This is an optimization exercise on Yosys and OpenROAD, whose aim is a short achievable clock period and few clock cycles per item, not a production implementation. Function was checked by simulation only, so behaviour that the tests miss may differ from the original. No activity file was given, so power comes from the tool's default toggle rates.

--- flow/config.mk ---
export PLATFORM = sky130hd
export DESIGN_NAME = cpuCore
export DESIGN_NICKNAME = cpuCore
export VERILOG_FILES = /design/flow/design.v
export SDC_FILE = /design/flow/constraint.sdc
export NUM_CORES = 4
export LEC_CHECK = 0
export ABC_AREA = 1
export ABC_CLOCK_PERIOD_IN_PS = 1000
export CAP_MARGIN = 20
export CORE_MARGIN = 2
export CORE_UTILIZATION = 50
export CTS_CLUSTER_DIAMETER = 120
export CTS_CLUSTER_SIZE = 40
export SETUP_SLACK_MARGIN = 5
export SLEW_MARGIN = 20
--- flow/constraint.sdc ---
create_clock -name core_clock -period 8.0 [get_ports {clk}]
set_input_delay 1.6000 -clock core_clock [delete_from_list [all_inputs] [get_ports {clk}]]
set_output_delay 1.6000 -clock core_clock [all_outputs]
set_load 0.01 [all_outputs]
--- flow/design.v ---
`default_nettype none
package cpuPkg;
    typedef logic [32-1:0]    word_t;      
    typedef logic [5-1:0] regAddr_t;   
    typedef logic [1:0]              stage_t;     
    typedef struct packed {
        logic [5:0] op;
        regAddr_t   rs;
        regAddr_t   rt;
        regAddr_t   rd;       
        logic [4:0] shamt;
        logic [5:0] funct;
    } rType_t;
    typedef struct packed {
        logic [5:0]  op;
        regAddr_t    rs;      
        regAddr_t    rt;      
        logic [15:0] imm16;
    } iType_t;
    typedef union packed {
        rType_t rType;
        iType_t iType;
    } instr_t;
    typedef enum logic [3:0] {
        kNop, kAddu, kSubu, kAnd, kOr, kSlt,
        kAddiu, kOri, kLui, kLw, kSw, kBeq, kBne
    } instrKind_t;
    typedef enum logic [2:0] {
        aluAdd, aluSub, aluAnd, aluOr, aluSlt, aluLui
    } aluOp_t;
endpackage
`default_nettype wire
`timescale 1ns/1ps
`default_nettype none
module cpuCore (
    input  wire                clk,
    input  wire                rstN,
    output cpuPkg::word_t      instAddr,
    input  wire cpuPkg::word_t instRdata,
    output cpuPkg::word_t      dataAddr,
    output cpuPkg::word_t      dataWdata,
    output logic               dataWe,
    input  wire cpuPkg::word_t dataRdata,
    output logic               regWe,
    output cpuPkg::regAddr_t   regAddr,
    output cpuPkg::word_t      regWdata,
    output cpuPkg::word_t      wbPc
);
    logic [31:0] regs [1:31];
    logic [31:2] pcF;
    logic [31:0] irD;
    logic        validD;         
    logic [31:2] pcD;
    logic [31:0] rfAD, rfBD;     
    logic        aFromED, aFromMD, bFromED, bFromMD;    
    logic        weE, lwE, swE;
    logic        invE, selSumE, andE, orE, sltE;
    logic        misEqE, misNeE;    
    logic [4:0]  dstE;
    logic [31:0] opAE, opBE, opRtE;
    logic [31:2] pcE, altPcE;
    logic        fAME, fBMpE, fBMnE, fBRE;    
    logic        fSME, fSLE;                  
    logic        weM, lwM;
    logic [4:0]  dstM;
    logic [31:0] resM;
    logic [31:2] pcM;
    assign instAddr = {pcF, 2'b00};
    assign dataAddr = resM;
    logic [31:0] valM;
    assign valM = lwM ? dataRdata : resM;      
    logic [4:0]  rsF, rtF;
    logic [31:0] rfAF, rfBF;
    assign rsF = instRdata[25:21];
    assign rtF = instRdata[20:16];
    always_comb begin
        rfAF = 32'd0;
        rfBF = 32'd0;
        if (rsF != 5'd0)
            rfAF = (weM && dstM == rsF) ? valM : regs[rsF];
        if (rtF != 5'd0)
            rfBF = (weM && dstM == rtF) ? valM : regs[rtF];
    end
    logic [5:0]  opD, fnD;
    logic [4:0]  rsD, rtD, rdD, dstD;
    logic        aluRD, addiuD, oriD, luiD, lwD, swD, beqD, bneD, brD;
    logic        usesRsD, usesRtD, writesD, invD;
    logic [31:0] immD, aValD, bValD, bD;
    logic        aFromE, aFromM, bFromE, bFromM;
    logic        sFromL, sFromE;
    logic        stall, eqD, resolveD, redirectD, predTakenD;
    logic [31:2] targetD, seqD;
    assign opD    = irD[31:26];
    assign rsD    = irD[25:21];
    assign rtD    = irD[20:16];
    assign rdD    = irD[15:11];
    assign fnD    = irD[5:0];
    assign aluRD  = opD == 6'h00
                 && (fnD == 6'h21 || fnD == 6'h23 || fnD == 6'h24
                     || fnD == 6'h25 || fnD == 6'h2a);
    assign addiuD = opD == 6'h09;
    assign oriD   = opD == 6'h0d;
    assign luiD   = opD == 6'h0f;
    assign lwD    = opD == 6'h23;
    assign swD    = opD == 6'h2b;
    assign beqD   = opD == 6'h04;
    assign bneD   = opD == 6'h05;
    assign brD    = beqD || bneD;
    assign usesRsD = aluRD || addiuD || oriD || lwD || swD || brD;
    assign usesRtD = aluRD || brD;                   
    assign dstD    = aluRD ? rdD : rtD;
    assign writesD = (aluRD || addiuD || oriD || luiD || lwD) && dstD != 5'd0;
    assign invD    = aluRD && (fnD == 6'h23 || fnD == 6'h2a);
    assign immD    = luiD ? {irD[15:0], 16'h0000}
                   : oriD ? {16'h0000, irD[15:0]}
                   : {{16{irD[15]}}, irD[15:0]};
    assign aFromE = aFromED;
    assign aFromM = aFromMD;
    assign bFromE = bFromED;
    assign bFromM = bFromMD;
    assign aValD  = aFromM ? valM : rfAD;
    assign bValD  = bFromM ? valM : rfBD;
    assign stall = validD && lwE && ((usesRsD && aFromE) || (usesRtD && bFromE));
    assign eqD        = aFromM ? (bFromM || resM == rfBD) : (bFromM ? rfAD == resM : rfAD == rfBD);
    assign resolveD   = !aFromE && !bFromE && !(lwM && (aFromM || bFromM));
    assign predTakenD = irD[15] || (beqD ? rsD == rtD : rsD != rtD);
    assign redirectD  = validD && brD && (resolveD ? (eqD != bneD) : predTakenD);
    assign seqD       = pcD + 30'd2;
    assign targetD    = pcD + 30'd1 + {{14{irD[15]}}, irD[15:0]};
    logic        selAlt, selTgt, selSeq, selHold;
    logic [31:2] pcNext;
    assign selAlt  = mispredE;
    assign selTgt  = !mispredE && !stall && redirectD;
    assign selSeq  = !mispredE && !stall && !redirectD;
    assign selHold = !mispredE && stall;
    assign pcNext  = ({30{selAlt}} & altPcE) | ({30{selTgt}} & targetD)
                   | ({30{selSeq}} & (pcF + 30'd1)) | ({30{selHold}} & pcF);
    assign bD     = (aluRD || brD) ? bValD : immD;
    assign sFromL = lwE && bFromE;
    assign sFromE = bFromE && !lwE;
    logic [31:0] aE, bE, resE, storeE;
    logic        ltE, eqE, eqRRE, eqMRE, eqRME, mispredE;
    logic [31:0] pE, gE, ppE, ggE, logicE, res1E, res0E;
    always_comb begin
        aE     = fAME ? resM : opAE;
        bE     = ({32{fBMpE}} & resM) | ({32{fBMnE}} & ~resM) | ({32{fBRE}} & opBE);
        pE     = aE ^ bE;
        gE     = aE & bE;
        ggE    = {gE[31:1], gE[0] | (pE[0] & invE)};
        ppE    = pE;
        for (int d = 1; d < 32; d = d * 2) begin
            for (int i = 31; i >= d; i--) begin
                ggE[i] = ggE[i] | (ppE[i] & ggE[i-d]);
                ppE[i] = ppE[i] & ppE[i-d];
            end
        end
        logicE = ({32{andE}} & gE) | ({32{orE}} & (aE | bE));
        res1E  = selSumE ? ~pE : logicE;
        res0E  = selSumE ? pE : logicE;
        resE   = (~{ggE[30:0], invE} & res0E) | ({ggE[30:0], invE} & res1E);
        ltE    = !((!aE[31] && !bE[31]) || (pE[31] && ggE[30]));
        if (sltE)
            resE[0] = ltE;           
        eqRRE    = opAE == opBE;
        eqMRE    = resM == opBE;
        eqRME    = opAE == resM;
        eqE      = fAME ? (fBMpE || eqMRE) : (fBMpE ? eqRME : eqRRE);
        mispredE = eqE ? misEqE : misNeE;
        storeE   = fSME ? resM : fSLE ? dataRdata : opRtE;
    end
    always_ff @(posedge clk) begin
        if (!rstN) begin
            pcF    <= 30'(32'h0000_3000 >> 2);
            irD    <= 32'd0;
            validD <= 1'b0;
        end else begin
            pcF <= pcNext;
            if (!stall) begin
                irD    <= instRdata;
                validD <= !mispredE;
            end
        end
        if (!rstN) begin
            aFromED <= 1'b0;
            aFromMD <= 1'b0;
            bFromED <= 1'b0;
            bFromMD <= 1'b0;
        end else if (!stall) begin
            aFromED <= rsF != 5'd0 && validD && writesD && dstD == rsF;
            aFromMD <= rsF != 5'd0 && weE && dstE == rsF;
            bFromED <= rtF != 5'd0 && validD && writesD && dstD == rtF;
            bFromMD <= rtF != 5'd0 && weE && dstE == rtF;
        end else begin
            aFromED <= 1'b0;
            aFromMD <= rsD != 5'd0 && weE && dstE == rsD;
            bFromED <= 1'b0;
            bFromMD <= rtD != 5'd0 && weE && dstE == rtD;
        end
        if (!stall) begin
            pcD  <= pcF;
            rfAD <= rfAF;
            rfBD <= rfBF;
        end else begin
            rfAD <= aValD;
            rfBD <= bValD;
        end
    end
    always_ff @(posedge clk) begin
        if (!rstN || stall || !validD) begin
            weE    <= 1'b0;
            lwE    <= 1'b0;
            swE    <= 1'b0;
            misEqE <= 1'b0;
            misNeE <= 1'b0;
        end else begin
            weE    <= writesD;
            lwE    <= lwD && writesD;
            swE    <= swD;
            misEqE <= brD && !resolveD && (bneD == predTakenD);
            misNeE <= brD && !resolveD && (bneD != predTakenD);
        end
        altPcE  <= predTakenD ? seqD : targetD;
        invE    <= invD;
        selSumE <= !(aluRD && (fnD == 6'h24 || fnD == 6'h25 || fnD == 6'h2a))
                   && !oriD && !luiD;
        andE    <= aluRD && fnD == 6'h24;
        orE     <= (aluRD && fnD == 6'h25) || oriD || luiD;
        sltE    <= aluRD && fnD == 6'h2a;
        dstE    <= dstD;
        opAE    <= luiD ? 32'd0 : aValD;
        opBE    <= invD ? ~bD : bD;
        opRtE   <= bValD;
        pcE     <= pcD;
        fAME    <= !luiD && aFromE;
        fBMpE   <= (aluRD || brD) && bFromE && !invD;
        fBMnE   <= (aluRD || brD) && bFromE && invD;
        fBRE    <= !((aluRD || brD) && bFromE);
        fSME    <= sFromE;
        fSLE    <= sFromL;
    end
    always_ff @(posedge clk) begin
        if (!rstN) begin
            weM    <= 1'b0;
            lwM    <= 1'b0;
            dataWe <= 1'b0;
        end else begin
            weM    <= weE;
            lwM    <= lwE;
            dataWe <= swE;
        end
        resM      <= resE;
        dataWdata <= storeE;
        dstM      <= dstE;
        pcM       <= pcE;
    end
    always_ff @(posedge clk) begin
        if (!rstN)
            regWe <= 1'b0;
        else
            regWe <= weM;
        regWdata <= valM;
        regAddr  <= dstM;
        wbPc     <= {pcM, 2'b00};
    end
    always_ff @(posedge clk) begin
        if (!rstN) begin
            for (int i = 1; i < 32; i++)
                regs[i] <= 32'd0;
        end else if (weM) begin
            regs[dstM] <= valM;
        end
    end
endmodule
`default_nettype wire
--- flow/flow/run.sh ---
#!/bin/bash
set -euo pipefail
bash standard.sh SETUP_SLACK_MARGIN=5.8 finish > standard.log 2>&1
--- flow/standard.sh ---
#!/bin/bash
# synth_recipe.tcl (not shown) runs the flow's synth.tcl, then flattens the netlist and writes it again
# the make line also repeats each setting of config.mk as NAME=value (left out here)
make -C /OpenROAD-flow-scripts/flow DESIGN_CONFIG=/design/flow/config.mk WORK_HOME=/design/flow/orfs CLKGATE_MAP_FILE= SYNTH_SCRIPT=/design/flow/synth_recipe.tcl "${@:-finish}"
==> results of run 1 <==
## timing repair
action / in CTS
gates cloned: 353
buffers inserted: 570
hold endpoints to repair: 0
setup endpoints to repair: 2563
pin swaps: 439
hold buffers: 0
resized for setup: 2752
## cell families after synthesis
kind of cell	share of synthesized area (%)
AO/OA/AOI/OAI	17.6
XOR/XNOR	1.97
adder cells (fa/ha/maj)	1.49
buffers and inverters	7.64
flip-flops	50.7
other	0.00461
AND/OR/NAND/NOR	20.6
## how the worst max path moves through the flow
stage                              from      endpoint  slack (ps)  cells past startpoint
after global placement    instRdata[18]      rfBD[17]        3060                     10
after floorplan                    rstN   regs[22][0]        4910                      6
after detailed placement  instRdata[18]      rfBD[17]        2990                     10
after CTS                      resM[30]  dataAddr[30]        5030                      2
## power by group through the flow
stage | clock network, µW | registers, µW | logic [µW]
2_1_floorplan | 0 | 9310 | 2650
3_3_place_gp | 0 | 9600 | 4110
3_5_place_dp | 0 | 9600 | 4150
4_1_cts | 3940 | 9260 | 6170
## per-stage QoR
stage	hold WS [ps]	total power (µW)	utilization [%]	cell area (µm²)	std cells
2_1_floorplan	310	12000	-	85700	10101
3_5_place_dp	312	13800	53.8	86600	11837
3_3_place_gp	310	13700	53.8	86600	11835
4_1_cts	331	19400	67.6	109000	12850
## cells in the mapped netlist (80+ instances only)
master	instances	area share [%]
sky130_fd_sc_hd__inv_1	805	3.7
sky130_fd_sc_hd__o211ai_1	285	2.6
sky130_fd_sc_hd__clkbuf_1	630	2.9
sky130_fd_sc_hd__nand3_1	469	2.9
sky130_fd_sc_hd__o22ai_1	132	1.0
sky130_fd_sc_hd__edfxtp_1	1054	39
sky130_fd_sc_hd__nor2_1	1730	8.0
sky130_fd_sc_hd__nand4_1	135	1.0
sky130_fd_sc_hd__ha_1	95	1.5
sky130_fd_sc_hd__xnor2_1	96	1.0
sky130_fd_sc_hd__o21ai_0	1408	8.7
sky130_fd_sc_hd__dfxtp_1	478	12
sky130_fd_sc_hd__a21oi_1	528	3.3
sky130_fd_sc_hd__xor2_1	87	0.94
sky130_fd_sc_hd__buf_1	80	0.37
sky130_fd_sc_hd__nand2_1	1643	7.6
## layer usage
| metal | GRT overflow | GRT usage [%] |
|---|---|---|
| met1 | 0 | 69.2 |
| met2 | 0 | 83.4 |
| met3 | 1 | 51.3 |
| met4 | 1 | 66.0 |
| met5 | 0 | 32.5 |
==> qor.log, run 1 <==
INFO  place          preCtsSetupSlack=2990ps
INFO  synthesis      synthDistinctLibCells=58
INFO  place          place.port_buffers=228
INFO  synthesis      synth.yosys.seq_area_share=50.7%
INFO  outcome        haltStage=global routing
INFO  die            floorplan.io_pins=233
INFO  place          dp.final_hpwl=208000µm
INFO  synthesis      netlist_instances=10098
INFO  die            die_w=407µm
INFO  clock_tree     htreeDepth=2
INFO  global_routing grt-ovfl-total=2
INFO  synthesis      netlist_area=81300µm²
INFO  clock_tree     cts_sinks=1532
INFO  global_routing globalRouteTotalUtil=67.9%
INFO  synthesis      synth-main-ff-cell=sky130_fd_sc_hd__edfxtp_1
INFO  outcome        run_status=did not finish
INFO  clock_tree     cts_root_buf=sky130_fd_sc_hd__clkbuf_16
INFO  synthesis      postSynthRegisterBits=1532
INFO  synthesis      synth_edf_count=1054
INFO  synthesis      yosys_warnings=1
INFO  synthesis      synth_area_per_cell=8.05µm²
INFO  synthesis      ys_async_sr_fraction=0%
INFO  global_routing grt_max_degree=93
INFO  place          place.gp.congestion=0.982
INFO  die            std_cell_rows=147
INFO  die            initial_core_util=50.5%
INFO  outcome        first-error=[ERROR GRT-0232] Routing congestion too high. Check the congestion heatmap in the GUI.
INFO  clock_tree     max-clock-path-buffers=3
INFO  die            chipHeight=407µm
INFO  clock_tree     cts-buffers-inserted=49
Testbench counts, summed over its fixed seeds: cycles 30,631, instrs 29,208.
==> run 2: changes to the inputs <==
--- a/flow/design.v
+++ b/flow/design.v
@@ -53,6 +53,7 @@
     logic [31:2] pcD;
     logic [31:0] rfAD, rfBD;     
     logic        aFromED, aFromMD, bFromED, bFromMD;    
+    logic        aFromWD, bFromWD;                      
     logic        weE, lwE, swE;
     logic        invE, selSumE, andE, orE, sltE;
     logic        misEqE, misNeE;    
@@ -61,6 +62,8 @@
     logic [31:2] pcE, altPcE;
     logic        fAME, fBMpE, fBMnE, fBRE;    
     logic        fSME, fSLE;                  
+    logic [31:0] aE, bE;         
+    logic [31:0] pPreE, gPreE;   
     logic        weM, lwM;
     logic [4:0]  dstM;
     logic [31:0] resM;
@@ -73,14 +76,13 @@
     logic [31:0] rfAF, rfBF;
     assign rsF = instRdata[25:21];
     assign rtF = instRdata[20:16];
-    always_comb begin
-        rfAF = 32'd0;
-        rfBF = 32'd0;
-        if (rsF != 5'd0)
-            rfAF = (weM && dstM == rsF) ? valM : regs[rsF];
-        if (rtF != 5'd0)
-            rfBF = (weM && dstM == rtF) ? valM : regs[rtF];
+    logic [31:0] regRd [0:31];
+    assign regRd[0] = 32'd0;
+    for (genvar i = 1; i < 32; i++) begin : gRegRd
+        assign regRd[i] = regs[i];
     end
+    assign rfAF = regRd[rsF];
+    assign rfBF = regRd[rtF];
     logic [5:0]  opD, fnD;
     logic [4:0]  rsD, rtD, rdD, dstD;
     logic        aluRD, addiuD, oriD, luiD, lwD, swD, beqD, bneD, brD;
@@ -89,6 +91,8 @@
     logic        aFromE, aFromM, bFromE, bFromM;
     logic        sFromL, sFromE;
     logic        stall, eqD, resolveD, redirectD, predTakenD;
+    logic        bRedirEq, bRedirNe;    
+    logic        bselTrue, bselMW, bselMB, bselWB, bselAM, bselAW, bselAB, bselAddA, bselAddB;
     logic [31:2] targetD, seqD;
     assign opD    = irD[31:26];
     assign rsD    = irD[25:21];
@@ -118,13 +122,61 @@
     assign aFromM = aFromMD;
     assign bFromE = bFromED;
     assign bFromM = bFromMD;
-    assign aValD  = aFromM ? valM : rfAD;
-    assign bValD  = bFromM ? valM : rfBD;
+    assign aValD  = aFromM ? valM : aFromWD ? regWdata : rfAD;
+    assign bValD  = bFromM ? valM : bFromWD ? regWdata : rfBD;
     assign stall = validD && lwE && ((usesRsD && aFromE) || (usesRtD && bFromE));
-    assign eqD        = aFromM ? (bFromM || resM == rfBD) : (bFromM ? rfAD == resM : rfAD == rfBD);
-    assign resolveD   = !aFromE && !bFromE && !(lwM && (aFromM || bFromM));
+    logic eqMW, eqMB, eqWB, eqAM, eqAW, eqAB, eqAddAD, eqAddBD;
+    assign eqMW     = resM == regWdata;
+    assign eqMB     = resM == rfBD;
+    assign eqWB     = regWdata == rfBD;
+    assign eqAM     = rfAD == resM;
+    assign eqAW     = rfAD == regWdata;
+    assign eqAB     = rfAD == rfBD;
+    assign eqAddAD  = (pPreE ^ rfAD) == {gPreE[30:0] | (pPreE[30:0] & ~rfAD[30:0]), invE};    
+    assign eqAddBD  = (pPreE ^ rfBD) == {gPreE[30:0] | (pPreE[30:0] & ~rfBD[30:0]), invE};    
+    assign eqD      = bselTrue | (bselMW & eqMW) | (bselMB & eqMB) | (bselWB & eqWB)
+                    | (bselAM & eqAM) | (bselAW & eqAW) | (bselAB & eqAB)
+                    | (bselAddA & eqAddAD) | (bselAddB & eqAddBD);
+    assign redirectD  = validD && (eqD ? bRedirEq : bRedirNe);
     assign predTakenD = irD[15] || (beqD ? rsD == rtD : rsD != rtD);
-    assign redirectD  = validD && brD && (resolveD ? (eqD != bneD) : predTakenD);
+    logic [4:0] rsN, rtN;
+    logic       brN, bneN, predN, aEN, aMN, aWN, bEN, bMN, bWN, addOkN, noneN, resolveN;
+    logic       addOkD;
+    assign addOkD  = validD && writesD && !lwD
+                  && (addiuD || (aluRD && (fnD == 6'h21 || fnD == 6'h23)))
+                  && !aFromE && !(aluRD && bFromE);
+    assign rsN     = stall ? rsD : rsF;
+    assign rtN     = stall ? rtD : rtF;
+    assign brN     = stall ? brD : (instRdata[31:27] == 5'b00010);
+    assign bneN    = stall ? bneD : instRdata[26];
+    assign predN   = stall ? predTakenD
+                   : instRdata[15] || (instRdata[26] ? rsF != rtF : rsF == rtF);
+    assign aEN     = !stall && rsN != 5'd0 && validD && writesD && dstD == rsN;
+    assign bEN     = !stall && rtN != 5'd0 && validD && writesD && dstD == rtN;
+    assign aMN     = rsN != 5'd0 && weE && dstE == rsN;
+    assign bMN     = rtN != 5'd0 && weE && dstE == rtN;
+    assign aWN     = !stall && rsN != 5'd0 && weM && dstM == rsN;
+    assign bWN     = !stall && rtN != 5'd0 && weM && dstM == rtN;
+    assign addOkN  = !stall && addOkD;
+    assign noneN   = !aEN && !bEN;
+    assign resolveN = (aEN && bEN)
+                   || (noneN && !(lwE && (aMN || bMN)))
+                   || (aEN && !bEN && !bMN && !bWN && addOkN)
+                   || (bEN && !aEN && !aMN && !aWN && addOkN);
+    always_ff @(posedge clk) begin
+        resolveD  <= resolveN;
+        bRedirEq  <= brN && (resolveN ? !bneN : predN);
+        bRedirNe  <= brN && (resolveN ? bneN : predN);
+        bselTrue  <= (aEN && bEN) || (noneN && ((aMN && bMN) || (!aMN && !bMN && aWN && bWN)));
+        bselMW    <= noneN && ((aMN && !bMN && bWN) || (!aMN && aWN && bMN));
+        bselMB    <= noneN && aMN && !bMN && !bWN;
+        bselWB    <= noneN && !aMN && aWN && !bMN && !bWN;
+        bselAM    <= noneN && !aMN && !aWN && bMN;
+        bselAW    <= noneN && !aMN && !aWN && !bMN && bWN;
+        bselAB    <= noneN && !aMN && !aWN && !bMN && !bWN;
+        bselAddA  <= bEN && !aEN;
+        bselAddB  <= aEN && !bEN;
+    end
     assign seqD       = pcD + 30'd2;
     assign targetD    = pcD + 30'd1 + {{14{irD[15]}}, irD[15:0]};
     logic        selAlt, selTgt, selSeq, selHold;
@@ -135,10 +187,13 @@
     assign selHold = !mispredE && stall;
     assign pcNext  = ({30{selAlt}} & altPcE) | ({30{selTgt}} & targetD)
                    | ({30{selSeq}} & (pcF + 30'd1)) | ({30{selHold}} & pcF);
+    logic [31:0] aOutD, bOutD;
     assign bD     = (aluRD || brD) ? bValD : immD;
+    assign aOutD  = luiD ? 32'd0 : aValD;
+    assign bOutD  = invD ? ~bD : bD;
     assign sFromL = lwE && bFromE;
     assign sFromE = bFromE && !lwE;
-    logic [31:0] aE, bE, resE, storeE;
+    logic [31:0] resE, storeE;
     logic        ltE, eqE, eqRRE, eqMRE, eqRME, mispredE;
     logic [31:0] pE, gE, ppE, ggE, logicE, res1E, res0E;
     always_comb begin
@@ -185,12 +240,18 @@
             aFromMD <= 1'b0;
             bFromED <= 1'b0;
             bFromMD <= 1'b0;
+            aFromWD <= 1'b0;
+            bFromWD <= 1'b0;
         end else if (!stall) begin
+            aFromWD <= rsF != 5'd0 && weM && dstM == rsF;
+            bFromWD <= rtF != 5'd0 && weM && dstM == rtF;
             aFromED <= rsF != 5'd0 && validD && writesD && dstD == rsF;
             aFromMD <= rsF != 5'd0 && weE && dstE == rsF;
             bFromED <= rtF != 5'd0 && validD && writesD && dstD == rtF;
             bFromMD <= rtF != 5'd0 && weE && dstE == rtF;
         end else begin
+            aFromWD <= 1'b0;
+            bFromWD <= 1'b0;
             aFromED <= 1'b0;
             aFromMD <= rsD != 5'd0 && weE && dstE == rsD;
             bFromED <= 1'b0;
@@ -227,8 +288,10 @@
         orE     <= (aluRD && fnD == 6'h25) || oriD || luiD;
         sltE    <= aluRD && fnD == 6'h2a;
         dstE    <= dstD;
-        opAE    <= luiD ? 32'd0 : aValD;
-        opBE    <= invD ? ~bD : bD;
+        opAE    <= aOutD;
+        opBE    <= bOutD;
+        pPreE   <= aOutD ^ bOutD;
+        gPreE   <= aOutD & bOutD;
         opRtE   <= bValD;
         pcE     <= pcD;
         fAME    <= !luiD && aFromE;
==> flow/run.sh (new file) <==
#!/bin/bash
# synth_recipe.tcl (not shown) runs the flow's synth.tcl, then flattens the netlist and writes it again
# the make line also repeats each setting of config.mk as NAME=value (left out here)
make -C /OpenROAD-flow-scripts/flow DESIGN_CONFIG=/design/flow/config.mk WORK_HOME=/design/flow/orfs CLKGATE_MAP_FILE= SYNTH_SCRIPT=/design/flow/synth_recipe.tcl finish
--- a/flow/config.mk
+++ b/flow/config.mk
@@ -9,8 +9,6 @@
 export ABC_CLOCK_PERIOD_IN_PS = 1000
 export CAP_MARGIN = 20
 export CORE_MARGIN = 2
-export CORE_UTILIZATION = 50
-export CTS_CLUSTER_DIAMETER = 120
-export CTS_CLUSTER_SIZE = 40
+export CORE_UTILIZATION = 40
 export SETUP_SLACK_MARGIN = 5
 export SLEW_MARGIN = 20
removed: flow/flow/run.sh
removed: flow/standard.sh
==> run 2 against run 1 <==
Effect of this change:
- now clean on timing, DRC and antenna
- synthesized area down 3.0%
- synthesized cell count is 12% lower
==> qor.log, run 2 <==
INFO  worst_setup_path path_depth=15
INFO  power_and_ir_drop clock_power_share=35.8%
INFO  synthesis      synth_top_cell_area_share=38.9% [about the same]
INFO  clock_tree     clk_latency=880ps
INFO  worst_setup_path cp_slowest_cell=sky130_fd_sc_hd__nor4_4
INFO  sta            timing.clock.skew=41.9ps
INFO  routing        routed_wirelength=424000µm
INFO  worst_setup_path timing.critical_path.arrival=4420ps
INFO  cells_and_area largest_register_ff_count=992
INFO  power_and_ir_drop peakVddDrop=0.230mV
INFO  cells_and_area commonest_non_fill_non_tap_cell_in_the_layout=sky130_fd_sc_hd__nor2_1
INFO  die            std_cell_rows=162 [+10%]
INFO  place          preCtsSetupSlack=1370ps [-1620 ps]
INFO  clock_tree     cts_root_buf=sky130_fd_sc_hd__clkbuf_16
INFO  synthesis      synth.yosys.seq_area_share=53.0% [+2.3 points]
INFO  sta            slew_headroom=13.5%
INFO  synthesis      synth-main-ff-cell=sky130_fd_sc_hd__edfxtp_1
INFO  cells_and_area registers.top_by_ff_count=regs
INFO  synthesis      synthDistinctLibCells=68 [+17%]
INFO  worst_setup_path worst_r2r_path_depth=21
INFO  worst_setup_path critPathLaunchType=primary input
INFO  synthesis      post-synth-top-count-cell=sky130_fd_sc_hd__nand2_1
INFO  synthesis      netlist_instances=8862 [-12%]
INFO  clock_tree     cts-buffers-inserted=181 [+270%]
INFO  sta            final_min_period_over_clock_period=46.1%
INFO  global_routing grt-ovfl-total=0
INFO  synthesis      postSynthRegisterBits=1577 [+2.9%]
INFO  cells_and_area final_net_count=9908
INFO  worst_setup_path timing.rr.start=fBMnE
INFO  global_routing grt_max_degree=65
INFO  synthesis      ys_async_sr_fraction=0% [unchanged]
INFO  routing        postRouteAntennaNets=0
INFO  worst_setup_path worst-setup-path-type=primary input to register
INFO  synthesis      yosys-top-cells-area=sky130_fd_sc_hd__edfxtp_1, sky130_fd_sc_hd__dfxtp_1, sky130_fd_sc_hd__nand2_1, sky130_fd_sc_hd__nor2_1, sky130_fd_sc_hd__inv_1
INFO  synthesis      yosys_warnings=2 [+1]
INFO  routing        drc_errors=0
INFO  synthesis      synth_area_per_cell=8.89µm² [+10%]
INFO  worst_setup_path cpLargestDelayFamily=simple AND/OR/NAND/NOR gates
INFO  worst_setup_path buffers_inverters_on_critical_path=8
INFO  sta            final-hold-violation-count=0
INFO  power_and_ir_drop total_leakage_power=0.0428µW
INFO  global_routing via_count_of_the_first_global_routing_pass=69747
INFO  cells_and_area top_library_cells_by_usage_in_the_layout_fill_and_taps_aside=sky130_fd_sc_hd__nor2_1, sky130_fd_sc_hd__nand2_1, sky130_fd_sc_hd__edfxtp_1
INFO  flow_run       cap_viol_max_count=0
INFO  place          placedInstanceArea=85700µm² [-1.1%]
INFO  die            die_w=448µm [+10%]
INFO  worst_setup_path crit_required=8730ps
INFO  die            chipHeight=448µm [+10%]
INFO  global_routing antenna_found_initial=14
INFO  cells_and_area final_layout_size_suffix_gt1_share=26.8%
INFO  routing        avgViaCountPerCell=6.18
INFO  sta            maxClockFrequency=271MHz
INFO  worst_hold_path hold_path.class=register to register
INFO  outcome        run_status=no timing/DRC/antenna violations
INFO  worst_setup_path worst_r2r_endpoint=resM[15]
INFO  place          place.gp.congestion=1.03 [+4.9%]
INFO  clock_tree     max-clock-path-buffers=3 [unchanged]
INFO  sta            timing_worst_slew_pin_value=1300ps
INFO  worst_setup_path worst_setup_path_startpoint=instRdata[25]
INFO  synthesis      post_synth_most_frequent_cells=sky130_fd_sc_hd__nand2_1, sky130_fd_sc_hd__nor2_1, sky130_fd_sc_hd__edfxtp_1, sky130_fd_sc_hd__inv_1, sky130_fd_sc_hd__dfxtp_1
INFO  synthesis      synth_edf_count=1022 [-3.0%]
INFO  synthesis      synth.largest_area_cell=sky130_fd_sc_hd__edfxtp_1
INFO  worst_setup_path worstPathMaxFanout=12
INFO  routing        route.vias.total=76877
INFO  worst_setup_path worstPathCellList=buf_12 -> clkinvlp_4 -> buf_12 -> buf_8 -> nand2_8 -> buf_6 -> buf_6 -> buf_12 -> inv_12 -> nand2_4 -> o2111ai_4 -> nor4_4 -> nand4_1 -> nand2_4 -> o21ai_2
INFO  routing        first_pass_iters=7
INFO  die            die-area=201000µm²
INFO  routing        routed_wire_length_per_instance=34.1µm
INFO  routing        drc_violation_total_after_the_first_tritonroute_iteration=11243
INFO  sta            setup_tns=0ps
INFO  cells_and_area final_util=54.9%
INFO  sta            grt_setup_unrepaired=yes
INFO  worst_setup_path end_point_of_the_critical_path=rfAD[11]
INFO  sta            post-route-min-period=3690ps
INFO  die            floorplan.io_pins=233 [unchanged]
INFO  cells_and_area fillers=17186
INFO  sta            postLayoutSetupSlackWorst=4310ps
INFO  place          place.port_buffers=228 [unchanged]
INFO  clock_tree     tritoncts=built
INFO  worst_setup_path cell_repeated_most_along_the_worst_path=sky130_fd_sc_hd__buf_12
INFO  worst_setup_path ff2ff_setup_slack=4790ps
INFO  power_and_ir_drop power.density=227nW/µm²
INFO  clock_tree     cts_sinks=1577 [+2.9%]
INFO  worst_setup_path critical_path.max_stage_delay=890ps
INFO  power_and_ir_drop pwr-share-comb=24.0%
INFO  place          dp.final_hpwl=273000µm [+31%]
INFO  global_routing global_route_wire_length_before_repair=558000µm
INFO  power_and_ir_drop net-switching-power=8220µW
INFO  global_routing globalRouteTotalUtil=39.8%
INFO  cells_and_area design_area=107000µm²
INFO  worst_setup_path critical_path.endpoint_type=register
INFO  die            placeableCoreArea=195000µm²
INFO  clock_tree     cts.reportedPaths.clkPinSlew=60ps
INFO  synthesis      netlist_area=78800µm² [-3.0%]
INFO  clock_tree     htreeDepth=4 [+2]
INFO  cells_and_area syn2layout_area_growth=36.0%
INFO  sta            final-max-slew-violation-count=0
INFO  power_and_ir_drop seqPwrFrac=40.2%
INFO  power_and_ir_drop internal_power=16100µW
INFO  sta            setup_viol=0
INFO  die            initial_core_util=40.3% [-10 points]
INFO  power_and_ir_drop swShare=33.8%
==> run 2: changes by cell type after synthesis, moves of 162 or more <==
cell,delta
sky130_fd_sc_hd__nand2_1,-208
sky130_fd_sc_hd__nor2_1,-329
sky130_fd_sc_hd__a221oi_1,+251
sky130_fd_sc_hd__o211ai_1,-216
sky130_fd_sc_hd__a21oi_1,-289
sky130_fd_sc_hd__o21ai_0,-873
sky130_fd_sc_hd__o22ai_1,+162
sky130_fd_sc_hd__nand3_1,-286
==> run 2: layout make-up <==
class                   count  area, µm²  share of cell area (%)
clock buffers             236       4970                    4.63
multi-input cells        5765      39300                    36.7
flip-flops and latches   1577      42300                    39.5
diodes                      8       20.0                  0.0187
well taps                2624       3280                    3.06
repair buffers           1116      11500                    10.7
repair inverters           16        170                   0.159
clock inverters           106       1150                    1.07
inverters                 996       4490                    4.19
==> run 2: through the flow <==
step	instances	hold slack [ps]	power [µW]
floorplan	8865	310	12000
global placement	11350	310	14300
detailed placement	11356	312	14400
CTS	12142	323	23600
global route	12438	328	24800
finish	12444	325	24300
==> run 2: cell families after synthesis <==
kind of cell / count (synthesis) / synth area share [%]
fa+ha+maj: 189 / 3.01
compound gates: 1830 / 15.1
other cells: 1 / 0.00476
buf+inv: 1541 / 7.48
flops: 1577 / 53.0
simple gates: 3403 / 17.8
xor+xnor: 321 / 3.57
==> run 2: how the worst min path moves through the flow <==
stage	start	end	slack (ps)	cells after the start
floorplan	pcE[10]	pcM[10]	310	0
global placement	pcE[14]	pcM[14]	310	0
detailed placement	pcE[6]	pcM[6]	310	0
CTS	pcE[17]	pcM[17]	320	0
global route	pcM[13]	wbPc[13]	330	0
finish	pcM[7]	wbPc[7]	330	0
==> run 2: per-layer routing <==
layer	up-vias	track usage (%)	wire [µm]
met5	-	0	55
met4	8	26.8	39200
met3	1439	11.3	54500
met2	5771	59.1	177000
met1	37286	50.4	154000
li1	32373	-	-
==> run 2: power groups by stage <==
stage                     combinational (µW)  sequential (µW)  clock (µW)
after global routing                    5990             9790        9050
after global placement                  4220            10100           0
after floorplan                         2330             9630           0
after detailed placement                4260            10100           0
after CTS                               5120             9720        8730
final                                   5830             9780        8720
==> run 2: timing repair <==
action | in CTS | in global routing
hold buffers | 0 | 0
pin swaps | 235 | 401
resized for setup | 2037 | 774
hold endpoints to repair | 0 | 0
gates cloned | 46 | 29
setup endpoints to repair | 2054 | 1048
buffers inserted | 398 | 265
==> run 2: worst register-to-register path, cell delays in order (launching register included) <==
cell and delay (ps):
sky130_fd_sc_hd__dfxtp_2 330, sky130_fd_sc_hd__buf_8 150, sky130_fd_sc_hd__clkinvlp_4 140, sky130_fd_sc_hd__buf_12 160, sky130_fd_sc_hd__o221ai_4 220, sky130_fd_sc_hd__ha_4 250
sky130_fd_sc_hd__nand2_4 100, sky130_fd_sc_hd__nand2_8 90, sky130_fd_sc_hd__a21o_1 180, sky130_fd_sc_hd__nand2_2 100, sky130_fd_sc_hd__nand2_4 70, sky130_fd_sc_hd__nand2_2 70
sky130_fd_sc_hd__nand2_2 70, sky130_fd_sc_hd__a21boi_4 190, sky130_fd_sc_hd__o21a_1 170, sky130_fd_sc_hd__o21a_4 160, sky130_fd_sc_hd__o21ai_2 70, sky130_fd_sc_hd__buf_6 140
sky130_fd_sc_hd__buf_4 130, sky130_fd_sc_hd__buf_6 110, sky130_fd_sc_hd__xnor2_2 110, sky130_fd_sc_hd__a21oi_1 70
Testbench counts of run 2, summed over its fixed seeds: cycles 30,084, instrs 29,208.
==> run 3: changes to the inputs <==
--- a/flow/design.v
+++ b/flow/design.v
@@ -52,6 +52,7 @@
     logic        validD;         
     logic [31:2] pcD;
     logic [31:0] rfAD, rfBD;     
+    logic [31:0] rfA0D, rfA1D, rfB0D, rfB1D;    
     logic        aFromED, aFromMD, bFromED, bFromMD;    
     logic        aFromWD, bFromWD;                      
     logic        weE, lwE, swE;
@@ -73,7 +74,7 @@
     logic [31:0] valM;
     assign valM = lwM ? dataRdata : resM;      
     logic [4:0]  rsF, rtF;
-    logic [31:0] rfAF, rfBF;
+    logic [31:0] rfA0F, rfA1F, rfB0F, rfB1F;
     assign rsF = instRdata[25:21];
     assign rtF = instRdata[20:16];
     logic [31:0] regRd [0:31];
@@ -81,18 +82,28 @@
     for (genvar i = 1; i < 32; i++) begin : gRegRd
         assign regRd[i] = regs[i];
     end
-    assign rfAF = regRd[rsF];
-    assign rfBF = regRd[rtF];
+    assign rfA0F = regRd[{1'b0, rsF[3:0]}];
+    assign rfA1F = regRd[{1'b1, rsF[3:0]}];
+    assign rfB0F = regRd[{1'b0, rtF[3:0]}];
+    assign rfB1F = regRd[{1'b1, rtF[3:0]}];
     logic [5:0]  opD, fnD;
     logic [4:0]  rsD, rtD, rdD, dstD;
     logic        aluRD, addiuD, oriD, luiD, lwD, swD, beqD, bneD, brD;
-    logic        usesRsD, usesRtD, writesD, invD;
+    logic        writesD, invD;
     logic [31:0] immD, aValD, bValD, bD;
     logic        aFromE, aFromM, bFromE, bFromM;
     logic        sFromL, sFromE;
     logic        stall, eqD, resolveD, redirectD, predTakenD;
     logic        bRedirEq, bRedirNe;    
-    logic        bselTrue, bselMW, bselMB, bselWB, bselAM, bselAW, bselAB, bselAddA, bselAddB;
+    logic        bselTrue, bselMW;
+    logic [1:0]  bselMB, bselWB, bselAM, bselAW, bselAddA, bselAddB;
+    logic [3:0]  bselAB;
+    function automatic logic [1:0] onehot2(input logic x);
+        onehot2 = x ? 2'b10 : 2'b01;
+    endfunction
+    function automatic logic [3:0] onehot4(input logic [1:0] x);
+        onehot4 = 4'b0001 << x;
+    endfunction
     logic [31:2] targetD, seqD;
     assign opD    = irD[31:26];
     assign rsD    = irD[25:21];
@@ -110,8 +121,6 @@
     assign beqD   = opD == 6'h04;
     assign bneD   = opD == 6'h05;
     assign brD    = beqD || bneD;
-    assign usesRsD = aluRD || addiuD || oriD || lwD || swD || brD;
-    assign usesRtD = aluRD || brD;                   
     assign dstD    = aluRD ? rdD : rtD;
     assign writesD = (aluRD || addiuD || oriD || luiD || lwD) && dstD != 5'd0;
     assign invD    = aluRD && (fnD == 6'h23 || fnD == 6'h2a);
@@ -122,21 +131,43 @@
     assign aFromM = aFromMD;
     assign bFromE = bFromED;
     assign bFromM = bFromMD;
+    assign rfAD   = rsD[4] ? rfA1D : rfA0D;
+    assign rfBD   = rtD[4] ? rfB1D : rfB0D;
     assign aValD  = aFromM ? valM : aFromWD ? regWdata : rfAD;
     assign bValD  = bFromM ? valM : bFromWD ? regWdata : rfBD;
-    assign stall = validD && lwE && ((usesRsD && aFromE) || (usesRtD && bFromE));
-    logic eqMW, eqMB, eqWB, eqAM, eqAW, eqAB, eqAddAD, eqAddBD;
-    assign eqMW     = resM == regWdata;
-    assign eqMB     = resM == rfBD;
-    assign eqWB     = regWdata == rfBD;
-    assign eqAM     = rfAD == resM;
-    assign eqAW     = rfAD == regWdata;
-    assign eqAB     = rfAD == rfBD;
-    assign eqAddAD  = (pPreE ^ rfAD) == {gPreE[30:0] | (pPreE[30:0] & ~rfAD[30:0]), invE};    
-    assign eqAddBD  = (pPreE ^ rfBD) == {gPreE[30:0] | (pPreE[30:0] & ~rfBD[30:0]), invE};    
-    assign eqD      = bselTrue | (bselMW & eqMW) | (bselMB & eqMB) | (bselWB & eqWB)
-                    | (bselAM & eqAM) | (bselAW & eqAW) | (bselAB & eqAB)
-                    | (bselAddA & eqAddAD) | (bselAddB & eqAddBD);
+    logic stallPreD, usesRsF, usesRtF, aluRF;
+    assign stall   = validD && stallPreD;
+    assign aluRF   = instRdata[31:26] == 6'h00
+                  && (instRdata[5:0] == 6'h21 || instRdata[5:0] == 6'h23
+                      || instRdata[5:0] == 6'h24 || instRdata[5:0] == 6'h25
+                      || instRdata[5:0] == 6'h2a);
+    assign usesRtF = aluRF || instRdata[31:27] == 5'b00010;
+    assign usesRsF = usesRtF || instRdata[31:26] == 6'h09 || instRdata[31:26] == 6'h0d
+                  || instRdata[31:26] == 6'h23 || instRdata[31:26] == 6'h2b;
+    logic       eqMW;
+    logic [1:0] eqMB, eqWB, eqAM, eqAW, eqAddA, eqAddB;
+    logic [3:0] eqAB;                        
+    logic [31:0] rfAc [0:1];
+    logic [31:0] rfBc [0:1];
+    assign rfAc[0] = rfA0D;
+    assign rfAc[1] = rfA1D;
+    assign rfBc[0] = rfB0D;
+    assign rfBc[1] = rfB1D;
+    assign eqMW = resM == regWdata;
+    for (genvar x = 0; x < 2; x++) begin : gEq
+        assign eqMB[x]   = resM == rfBc[x];
+        assign eqWB[x]   = regWdata == rfBc[x];
+        assign eqAM[x]   = rfAc[x] == resM;
+        assign eqAW[x]   = rfAc[x] == regWdata;
+        assign eqAddA[x] = (pPreE ^ rfAc[x]) == {gPreE[30:0] | (pPreE[30:0] & ~rfAc[x][30:0]), invE};   
+        assign eqAddB[x] = (pPreE ^ rfBc[x]) == {gPreE[30:0] | (pPreE[30:0] & ~rfBc[x][30:0]), invE};   
+        for (genvar y = 0; y < 2; y++) begin : gEqAB
+            assign eqAB[2*x+y] = rfAc[x] == rfBc[y];
+        end
+    end
+    assign eqD      = bselTrue | (bselMW & eqMW) | (|(bselMB & eqMB)) | (|(bselWB & eqWB))
+                    | (|(bselAM & eqAM)) | (|(bselAW & eqAW)) | (|(bselAB & eqAB))
+                    | (|(bselAddA & eqAddA)) | (|(bselAddB & eqAddB));
     assign redirectD  = validD && (eqD ? bRedirEq : bRedirNe);
     assign predTakenD = irD[15] || (beqD ? rsD == rtD : rsD != rtD);
     logic [4:0] rsN, rtN;
@@ -169,13 +200,13 @@
         bRedirNe  <= brN && (resolveN ? bneN : predN);
         bselTrue  <= (aEN && bEN) || (noneN && ((aMN && bMN) || (!aMN && !bMN && aWN && bWN)));
         bselMW    <= noneN && ((aMN && !bMN && bWN) || (!aMN && aWN && bMN));
-        bselMB    <= noneN && aMN && !bMN && !bWN;
-        bselWB    <= noneN && !aMN && aWN && !bMN && !bWN;
-        bselAM    <= noneN && !aMN && !aWN && bMN;
-        bselAW    <= noneN && !aMN && !aWN && !bMN && bWN;
-        bselAB    <= noneN && !aMN && !aWN && !bMN && !bWN;
-        bselAddA  <= bEN && !aEN;
-        bselAddB  <= aEN && !bEN;
+        bselMB    <= onehot2(rtN[4]) & {2{noneN && aMN && !bMN && !bWN}};
+        bselWB    <= onehot2(rtN[4]) & {2{noneN && !aMN && aWN && !bMN && !bWN}};
+        bselAM    <= onehot2(rsN[4]) & {2{noneN && !aMN && !aWN && bMN}};
+        bselAW    <= onehot2(rsN[4]) & {2{noneN && !aMN && !aWN && !bMN && bWN}};
+        bselAB    <= onehot4({rsN[4], rtN[4]}) & {4{noneN && !aMN && !aWN && !bMN && !bWN}};
+        bselAddA  <= onehot2(rsN[4]) & {2{bEN && !aEN}};
+        bselAddB  <= onehot2(rtN[4]) & {2{aEN && !bEN}};
     end
     assign seqD       = pcD + 30'd2;
     assign targetD    = pcD + 30'd1 + {{14{irD[15]}}, irD[15:0]};
@@ -235,6 +266,11 @@
                 validD <= !mispredE;
             end
         end
+        if (!rstN || stall)
+            stallPreD <= 1'b0;
+        else
+            stallPreD <= validD && lwD && writesD
+                      && ((usesRsF && rsF == dstD) || (usesRtF && rtF == dstD));
         if (!rstN) begin
             aFromED <= 1'b0;
             aFromMD <= 1'b0;
@@ -259,11 +295,15 @@
         end
         if (!stall) begin
             pcD  <= pcF;
-            rfAD <= rfAF;
-            rfBD <= rfBF;
+            rfA0D <= rfA0F;
+            rfA1D <= rfA1F;
+            rfB0D <= rfB0F;
+            rfB1D <= rfB1F;
         end else begin
-            rfAD <= aValD;
-            rfBD <= bValD;
+            rfA0D <= aValD;
+            rfA1D <= aValD;
+            rfB0D <= bValD;
+            rfB1D <= bValD;
         end
     end
     always_ff @(posedge clk) begin
==> run 3 against run 2 <==
Effect of this change:
- the layout now fails its checks (slew limit)
- sequential share of layout area grew 1.1 points
- first-iteration DRC count is 42% higher
- worst setup slack improved by 530 ps
- synthesized cell count is 20% higher
- die area increased by 11%
- register-to-register slack improved by 150 ps
- critical path depth is 6 lower
- global-route usage fell by 0.65 points
- clock power is 1% lower
- power up 5.8%
==> qor.log, run 3 <==
INFO  worst_setup_path worstPathMaxFanout=4 [-8]
INFO  synthesis      post_synthesis_simple_gate_area_fraction=21.3% [+3.5 points]
INFO  die            initial_core_util=40.3% [about the same]
INFO  clock_tree     cts_root_buf=sky130_fd_sc_hd__clkbuf_16
INFO  worst_setup_path worst-setup-path-type=primary input to register
INFO  global_routing grt_max_degree=87 [+34%]
INFO  power_and_ir_drop power.density=237nW/µm² [+4.6%]
INFO  worst_hold_path hold_path.class=register to register
INFO  clock_tree     htreeDepth=4 [unchanged]
INFO  cells_and_area final_layout_size_suffix_gt1_share=17.6% [-9.1 points]
INFO  synthesis      netlist_area=87600µm² [+11%]
INFO  place          place.gp.congestion=0.999 [-3.0%]
INFO  synthesis      synth.yosys.seq_area_share=49.4% [-3.6 points]
INFO  cells_and_area final_net_count=11373 [+15%]
INFO  die            floorplan.io_pins=233 [unchanged]
INFO  clock_tree     ctsHoldBuffers=0 [unchanged]
INFO  worst_setup_path ff2ff_setup_slack=4940ps [+150 ps]
INFO  clock_tree     cts.reportedPaths.clkPinSlew=60ps [about the same]
INFO  sta            final-hold-violation-count=0 [unchanged]
INFO  routing        route.vias.total=88363 [+15%]
INFO  sta            worst_hold_slack=322ps [-3.44 ps]
INFO  place          dp.final_hpwl=289000µm [+6.2%]
INFO  sta            post-route-min-period=3160ps [-534 ps]
INFO  sta            grt_setup_unrepaired=yes
INFO  synthesis      synth-main-ff-cell=sky130_fd_sc_hd__edfxtp_1
INFO  global_routing globalRouteTotalUtil=39.2% [-0.65 points]
INFO  flow_run       cap_viol_max_count=0 [unchanged]
INFO  synthesis      yosys.area_share.adder=3.59% [+0.58 points]
INFO  routing        routed_wire_length_per_instance=33.2µm [-2.5%]
INFO  sta            setup_tns=0ps [unchanged]
INFO  sta            final-max-slew-violation-count=32 [+32]
INFO  synthesis      synth_top_family_by_area=simple AND/OR/NAND/NOR gates
INFO  worst_hold_path worstHoldEndpoint=wbPc[4]
INFO  worst_setup_path critPathLaunchType=primary input
INFO  routing        first_pass_iters=10 [+3]
INFO  global_routing global_route_wire_length_before_repair=618000µm [+11%]
INFO  die            placeableCoreArea=217000µm² [+11%]
INFO  outcome        so.violations=slew limit
INFO  sta            timing_worst_slew_pin_value=1600ps [+304 ps]
INFO  sta            slew_headroom=-6.65% [-20 points]
INFO  clock_tree     clk_latency=890ps [about the same]
INFO  synthesis      postSynthRegisterBits=1651 [+4.7%]
INFO  die            die_w=472µm [+5.4%]
INFO  sta            maxClockFrequency=317MHz [+17%]
INFO  cells_and_area sequential_cell_area=43900µm² [+3.9%]
INFO  worst_hold_path worstHoldPathCells=0 [unchanged]
INFO  clock_tree     max-clock-path-buffers=3 [unchanged]
INFO  place          place.port_buffers=228 [unchanged]
INFO  cells_and_area commonest_non_fill_non_tap_cell_in_the_layout=sky130_fd_sc_hd__nand2_1
INFO  cells_and_area largest_register_ff_count=992 [unchanged]
INFO  routing        drc_violation_total_after_the_first_tritonroute_iteration=15915 [+42%]
INFO  worst_setup_path timing.rr.start=rfA1D[23]
INFO  global_routing via_count_of_the_first_global_routing_pass=79554 [+14%]
INFO  global_routing antenna_found_initial=32 [+18]
INFO  worst_setup_path crit_required=8710ps [-20 ps]
INFO  power_and_ir_drop total_leakage_power=0.0442µW [+3.2%]
INFO  clock_tree     cts_sinks=1651 [+4.7%]
INFO  sta            timing.clock.skew=78.7ps [+36.8 ps]
INFO  worst_setup_path timing.critical_path.arrival=3870ps [-550 ps]
INFO  die            chipHeight=472µm [+5.4%]
INFO  worst_setup_path worst_setup_path_startpoint=dataRdata[22]
INFO  cells_and_area registers.top_by_ff_count=regs
INFO  cells_and_area fillers=20328 [+18%]
INFO  cells_and_area top_library_cells_by_usage_in_the_layout_fill_and_taps_aside=sky130_fd_sc_hd__nand2_1, sky130_fd_sc_hd__nor2_1, sky130_fd_sc_hd__inv_1
INFO  worst_setup_path worst_r2r_path_depth=19 [-9.5%]
INFO  worst_setup_path worst_r2r_endpoint=pcF[30]
INFO  synthesis      yosys-top-cells-area=sky130_fd_sc_hd__edfxtp_1, sky130_fd_sc_hd__dfxtp_1, sky130_fd_sc_hd__nand2_1, sky130_fd_sc_hd__nor2_1, sky130_fd_sc_hd__inv_1
INFO  die            die-area=223000µm² [+11%]
INFO  synthesis      post-synth-top-count-cell=sky130_fd_sc_hd__nand2_1
INFO  die            std_cell_rows=171 [+5.6%]
INFO  power_and_ir_drop peakVddDrop=0.194mV [-16%]
INFO  routing        avgViaCountPerCell=6.27 [+1.6%]
INFO  synthesis      yosys_warnings=4 [+2]
INFO  synthesis      post_synth_most_frequent_cells=sky130_fd_sc_hd__nand2_1, sky130_fd_sc_hd__nor2_1, sky130_fd_sc_hd__inv_1, sky130_fd_sc_hd__edfxtp_1, sky130_fd_sc_hd__o21ai_0
INFO  synthesis      synth_xor_xnor_area_share=3.73% [+0.16 points]
INFO  synthesis      netlist_instances=10614 [+20%]
INFO  cells_and_area multi_input_gate_area=41600µm² [+5.6%]
INFO  synthesis      synth.largest_area_cell=sky130_fd_sc_hd__edfxtp_1
INFO  worst_setup_path critical_path.endpoint_type=register
INFO  sta            setup_viol=0 [unchanged]
INFO  synthesis      synth_area_per_cell=8.25µm² [-7.2%]
INFO  routing        routed_wirelength=468000µm [+10%]
INFO  clock_tree     cts-buffers-inserted=181 [unchanged]
INFO  synthesis      synth_edf_count=1022 [unchanged]
INFO  cells_and_area syn2layout_area_growth=23.7%
INFO  routing        drc_errors=0 [unchanged]
INFO  worst_hold_path hp-start=pcM[4]
INFO  routing        postRouteAntennaNets=0 [unchanged]
INFO  synthesis      synth_compound_area_share=14.0% [-1.2 points]
INFO  clock_tree     tritoncts=built
INFO  synthesis      synthDistinctLibCells=71 [+4.4%]
INFO  synthesis      post_synth_mux_area_share=0% [unchanged]
INFO  synthesis      ys_async_sr_fraction=0% [unchanged]
INFO  sta            final_min_period_over_clock_period=39.5% [-6.7 points]
INFO  synthesis      synth_top_cell_area_share=35.0% [-3.9 points]
INFO  outcome        run_status=complete, but fails checks
INFO  global_routing grt-ovfl-total=0 [unchanged]
run 3: kinds of logic after synthesis:
family                   after synthesis
AO/OA/AOI/OAI                       1933
other                                  1
AND/OR/NAND/NOR                     4593
adder cells (fa/ha/maj)              251
flip-flops                          1651
buffers and inverters               1812
XOR/XNOR                             373
run 3: how the worst max path moves through the flow:
stage,end,cells after the start
final,pPreE[22],9
after global routing,pcF[19],20
after CTS,regs[11][17],5
after floorplan,rfA1D[3],11
after detailed placement,rfA0D[31],11
after global placement,rfA1D[0],9
run 3: power breakdown:
group,leakage (µW),total (µW),switching [µW],internal (µW)
logic,0.0254,6810,4550,2260
clock network,0.00289,8590,3830,4760
registers,0.0159,10300,736,9600
total,0.0442,25700,9110,16600
run 3: critical path, stage by stage:
cell and delay [ps]:
sky130_fd_sc_hd__clkdlybuf4s50_1 620, sky130_fd_sc_hd__nand2_1 80, sky130_fd_sc_hd__o21ai_0 370, sky130_fd_sc_hd__o21ai_0 170, sky130_fd_sc_hd__inv_1 280, sky130_fd_sc_hd__nand2_1 90
sky130_fd_sc_hd__o21ai_0 120, sky130_fd_sc_hd__xor2_1 250, sky130_fd_sc_hd__ha_1 270
run 3: stage by stage:
stage | power, µW | cell area [µm²] | utilization [%] | std cells | worst slack (ps)
finish | 25700 | 108000 | 49.9 | 14083 | 4840
global route | 26400 | 108000 | 49.9 | 14070 | 4880
floorplan | 13300 | 88600 | - | 10617 | 4890
CTS | 24800 | 104000 | 47.8 | 13839 | 4900
global placement | 15800 | 93100 | 42.8 | 13232 | 1600
detailed placement | 15800 | 93200 | 42.9 | 13236 | 2420
run 3: area by class of cell:
class | instances | area share, %
Timing Repair Buffer | 844 | 7.73
Clock inverter | 75 | 0.710
Sequential cell | 1651 | 40.5
Inverter | 1169 | 4.50
Antenna cell | 14 | 0.0323
Multi-Input combinational cell | 7203 | 38.3
Timing Repair inverter | 6 | 0.0519
Clock buffer | 267 | 4.82
Tap cell | 2854 | 3.29
run 3: what timing repair did:
item                                    CTS  global route
endpoints found under the hold margin     0             0
setup buffers                           217           188
pin swaps                                65           128
gates resized for setup                1539           590
gates cloned                             44            40
setup endpoints to repair              2444          1144
run 3: routing by layer:
metal	routed length [µm]	up-vias	global-route usage, %
li1	-	36842	-
met1	173000	42014	51.0
met2	188000	7564	56.7
met3	70100	1917	12.8
met4	36600	26	22.8
met5	321	-	0.454
Testbench counts of run 3, summed over its fixed seeds: cycles 30,084, instrs 29,208.

## separate check: timing with driven ports
The flow's constraints put no driver on any port. The routed layouts listed below were extracted and timed again, unchanged, in two steps. Step 1, drivers: a clkbuf_16 drives clk and a buf_2 each remaining input, both assumed. Step 2 also shifts input and output timing later by t, the mid clock arrival at the registers, as if the neighbouring blocks saw the same clock. Slacks: ideal ports / drivers / drivers and shift; pairs: ideal ports / drivers.
run	t (ns)	setup WS [ns]	worst hold slack (ns)	latest minus earliest clock arrival (ns)
run 2	0.947	4.309 / 4.330 / 3.383	0.325 / 0.325 / 0.325	0.045 / 0.046
run 3	0.946	4.843 / 4.706 / 3.760	0.322 / 0.322 / 0.322	0.079 / 0.080
The setup slack of run 3, which loses most, moves by -0.137 ns with the drivers and by -1.083 ns with both steps.
